This is an optimization exercise on Yosys and OpenROAD, whose aim is small area, not a production implementation. Function was checked by simulation only, so behaviour that the tests miss may differ from the original. Power and IR drop assume default switching activity.

==> flow/design.v (excerpt) <==
module csr_file (
  input  logic                 clk_i,
  input  logic                 rst_ni,
  input  logic [45:0]          req_i,          
  input  logic [2:0]           stall_i,        
  input  logic                 trap_i,         
  input  logic                 mret_i,         
  input  logic [95:0]          trap_info_i,    
  input  logic [2:0]           irq_i,          
  output logic [32-1:0] csr_rdata_o,
  output logic [32-1:0] mtvec_o,
  output logic [32-1:0] mepc_o
);
  logic        rd_en, wr_en;
  logic [11:0] addr;
  logic [31:0] wdata;
  logic [31:0] epc, cause, tval;
  assign rd_en = req_i[45];
  assign wr_en = req_i[44];
  assign addr  = req_i[43:32];
  assign wdata = req_i[31:0];
  assign epc   = trap_info_i[95:64];
  assign cause = trap_info_i[63:32];
  assign tval  = trap_info_i[31:0];
  logic        mie_bit, mpie_bit;
  logic [2:0]  mie_q;        
  logic [31:0] mscratch_q, mcause_q, mtval_q;
  logic [31:0] mtvec_q, mepc_q;    
  assign mtvec_q = mtvec_o;
  assign mepc_q  = mepc_o;
  logic [63:0] mcycle_q, minstret_q;
  logic active, trap_v, wr_tr, wr_cnt;
  assign active = (stall_i == 3'd0) || trap_i;
  assign trap_v = trap_i && rst_ni;
  assign wr_cnt = wr_en && active && !trap_i;
  assign wr_tr  = wr_cnt && !mret_i;
  logic a300, a304, a305, a340, a341, a342, a343, a344, a301, af12;
  logic amcyc, amcych, aminst, aminsth;    
  logic ucyc, ucych, uinst, uinsth;        
  assign a300    = addr == 12'h300;
  assign a301    = addr == 12'h301;
  assign a304    = addr == 12'h304;
  assign a305    = addr == 12'h305;
  assign a340    = addr == 12'h340;
  assign a341    = addr == 12'h341;
  ...
Size: about 290 flip-flops, roughly 250 I/O pins, about 0.013 mm^2 of cells after synthesis.
==> flow/config.mk <==
export PLATFORM = sky130hd
export DESIGN_NAME = csr_file
export DESIGN_NICKNAME = csr_file
export VERILOG_FILES = /design/flow/design.v
export SDC_FILE = /design/flow/constraint.sdc
export NUM_CORES = 4
export LEC_CHECK = 0
export CAP_MARGIN = 20
export CORE_MARGIN = 2
export CORE_UTILIZATION = 60
export SLEW_MARGIN = 20
export SYNTH_HIERARCHICAL = 1
export SYNTH_MINIMUM_KEEP_SIZE = 0
==> flow/constraint.sdc <==
create_clock -name core_clock -period 6.0 [get_ports {clk_i}]
set_input_delay 1.2000 -clock core_clock [delete_from_list [all_inputs] [get_ports {clk_i}]]
set_output_delay 1.2000 -clock core_clock [all_outputs]
set_load 0.01 [all_outputs]
standard.sh (not shown) runs the stock make flow with config.mk's settings and CLKGATE_MAP_FILE= SYNTH_SCRIPT=/design/flow/synth_recipe.tcl, a recipe that flattens the netlist after the stock synthesis.
==> flow/flow/run.sh <==
#!/bin/bash
# Standard ORFS layout with two changes: the port buffers use the smallest buffer cell, and
# the clock tree uses larger sink clusters without dummy loads.
set -e
export BUFFER_PORTS_ARGS="-buffer_cell sky130_fd_sc_hd__buf_1"
export CTS_ARGS="-sink_clustering_enable -repair_clock_nets -dont_use_dummy_load -buf_list sky130_fd_sc_hd__clkbuf_8 -sink_clustering_size 15 -sink_clustering_max_diameter 80"
bash standard.sh > standard.log 2>&1
Edit:
--- a/flow/design.v
+++ b/flow/design.v
@@ -113,23 +113,12 @@
   assign y = !(a & b & c & d);
 endmodule
 `timescale 1ns/1ps
 module csr_read_bit (
   input  logic [8:0] v,        
   input  logic [8:0] s,        
-  output logic       y
-);
-  logic y0, y1, y2;
-  csr_a222oi u0 (.a1(v[0]), .a2(s[0]), .b1(v[1]), .b2(s[1]), .c1(v[2]), .c2(s[2]), .y(y0));
-  csr_a222oi u1 (.a1(v[3]), .a2(s[3]), .b1(v[4]), .b2(s[4]), .c1(v[5]), .c2(s[5]), .y(y1));
-  csr_a222oi u2 (.a1(v[6]), .a2(s[6]), .b1(v[7]), .b2(s[7]), .c1(v[8]), .c2(s[8]), .y(y2));
-  csr_nand3  u3 (.a(y0), .b(y1), .c(y2), .y(y));
-endmodule
-module csr_read_bitx (
-  input  logic [8:0] v,        
-  input  logic [8:0] s,        
   input  logic       extra_n,  
   output logic       y
 );
   logic y0, y1, y2;
   csr_a222oi u0 (.a1(v[0]), .a2(s[0]), .b1(v[1]), .b2(s[1]), .c1(v[2]), .c2(s[2]), .y(y0));
   csr_a222oi u1 (.a1(v[3]), .a2(s[3]), .b1(v[4]), .b2(s[4]), .c1(v[5]), .c2(s[5]), .y(y1));
@@ -160,16 +149,13 @@
   assign wdata = req_i[31:0];
   assign epc   = trap_info_i[95:64];
   assign cause = trap_info_i[63:32];
   assign tval  = trap_info_i[31:0];
   logic        mie_bit, mpie_bit;
   logic [2:0]  mie_q;        
-  logic [31:0] mscratch_q, mcause_q, mtval_q;
-  logic [31:0] mtvec_q, mepc_q;    
-  assign mtvec_q = mtvec_o;
-  assign mepc_q  = mepc_o;
+  logic [31:0] mtvec_q, mscratch_q, mepc_q, mcause_q, mtval_q;
   logic [63:0] mcycle_q, minstret_q;
   logic active, trap_v, wr_tr, wr_cnt;
   assign active = (stall_i == 3'd0) || trap_i;
   assign trap_v = trap_i && rst_ni;
   assign wr_cnt = wr_en && active && !trap_i;
   assign wr_tr  = wr_cnt && !mret_i;
@@ -231,15 +217,15 @@
     csr_a222oi u_mepc   (.a1(mepc_q[i]),   .a2(h_mepc),   .b1(epc[i]),   .b2(trap_v), .c1(wdata[i]), .c2(w_mepc),   .y(mepc_n[i]));
     csr_a222oi u_mcause (.a1(mcause_q[i]), .a2(h_mcause), .b1(cause[i]), .b2(trap_v), .c1(wdata[i]), .c2(w_mcause), .y(mcause_n[i]));
     csr_a222oi u_mtval  (.a1(mtval_q[i]),  .a2(h_mtval),  .b1(tval[i]),  .b2(trap_v), .c1(wdata[i]), .c2(w_mtval),  .y(mtval_n[i]));
   end
   always_ff @(posedge clk_i) begin
     mie_q      <= mie_d;
-    mtvec_o    <= mtvec_d;
+    mtvec_q    <= mtvec_d;
     mscratch_q <= mscratch_d;
-    mepc_o     <= ~mepc_n;
+    mepc_q     <= ~mepc_n;
     mcause_q   <= ~mcause_n;
     mtval_q    <= ~mtval_n;
   end
   always_ff @(posedge clk_i) begin
     if (!rst_ni) begin
       mie_bit  <= 1'b0;
@@ -325,26 +311,18 @@
     small_word[7]  = (s_mstatus && mpie_bit) || (s_mie && mie_q[1]) || (s_mip && irq_i[1]);
     small_word[8]  = s_misa;
     small_word[11] = s_mstatus || (s_mie && mie_q[2]) || (s_mip && irq_i[0]);
     small_word[12] = s_mstatus || s_misa;
     small_word[30] = s_misa;
   end
-  localparam logic [31:0] EXTRA_BITS = 32'h4000_198D;    
   for (genvar i = 0; i < 32; i++) begin : g_rd
-    if (EXTRA_BITS[i]) begin : g_x
-      csr_read_bitx u_rd (
-        .v       ({minstret_q[i+32], minstret_q[i], mcycle_q[i+32], mcycle_q[i],
-                   mtval_q[i], mcause_q[i], mepc_q[i], mscratch_q[i], mtvec_q[i]}),
-        .s       (sel),
-        .extra_n (!small_word[i]),
-        .y       (csr_rdata_o[i])
-      );
-    end else begin : g_n
-      csr_read_bit u_rd (
-        .v ({minstret_q[i+32], minstret_q[i], mcycle_q[i+32], mcycle_q[i],
-             mtval_q[i], mcause_q[i], mepc_q[i], mscratch_q[i], mtvec_q[i]}),
-        .s (sel),
-        .y (csr_rdata_o[i])
-      );
-    end
+    csr_read_bit u_rd (
+      .v       ({minstret_q[i+32], minstret_q[i], mcycle_q[i+32], mcycle_q[i],
+                 mtval_q[i], mcause_q[i], mepc_q[i], mscratch_q[i], mtvec_q[i]}),
+      .s       (sel),
+      .extra_n (!small_word[i]),
+      .y       (csr_rdata_o[i])
+    );
   end
+  assign mtvec_o = mtvec_q;
+  assign mepc_o  = mepc_q;
 endmodule
Global-route usage grows by 0.75 points.
Wire length grows by about 3%.
Cell area grows by 1.1%.
Sequential share of layout area shrinks by 0.42 points.
Worst setup slack got worse by 610 ps.
Non-clock buffer count grows by 1.
Fmax shrinks by about 12%.
Count of clock-buffer cells in the layout is unchanged.
Cell count grows by 2.0%.
Combinational power grows by 8.8%.
First-iteration DRC count grows by about 3.6%.
Clock power shrinks by about 1%.

[afterwards: timing with drivers on the ports]
How much do the figures lean on ideal ports? The routed layouts below were timed once more, with nothing changed but the port constraints.
Step 1, drivers: a clkbuf_16 drives clk_i and a buf_2 each remaining input, both assumed.
Step 2 moves the port delays by t, midway between the first and last clock arrival at a register: inputs arrive t later, outputs are due t later. That takes back most of the time a late clock gives input paths.
a / b / c = ideal / step 1 / step 2; a / b = the first two.
| run | t (ns) | setup WS [ns] | hold WS [ns] |
|---|---|---|---|
| the first run | 0.613 | 1.388 / 1.367 / 1.277 | 0.495 / 0.495 / 0.495 |
| the second run | 0.593 | 0.780 / 0.759 / 0.759 | 0.493 / 0.493 / 0.493 |
After both steps every run listed still meets setup and hold. For the first run, which loses most, drivers alone change the setup slack by -0.021 ns; drivers and shift together by -0.111 ns.
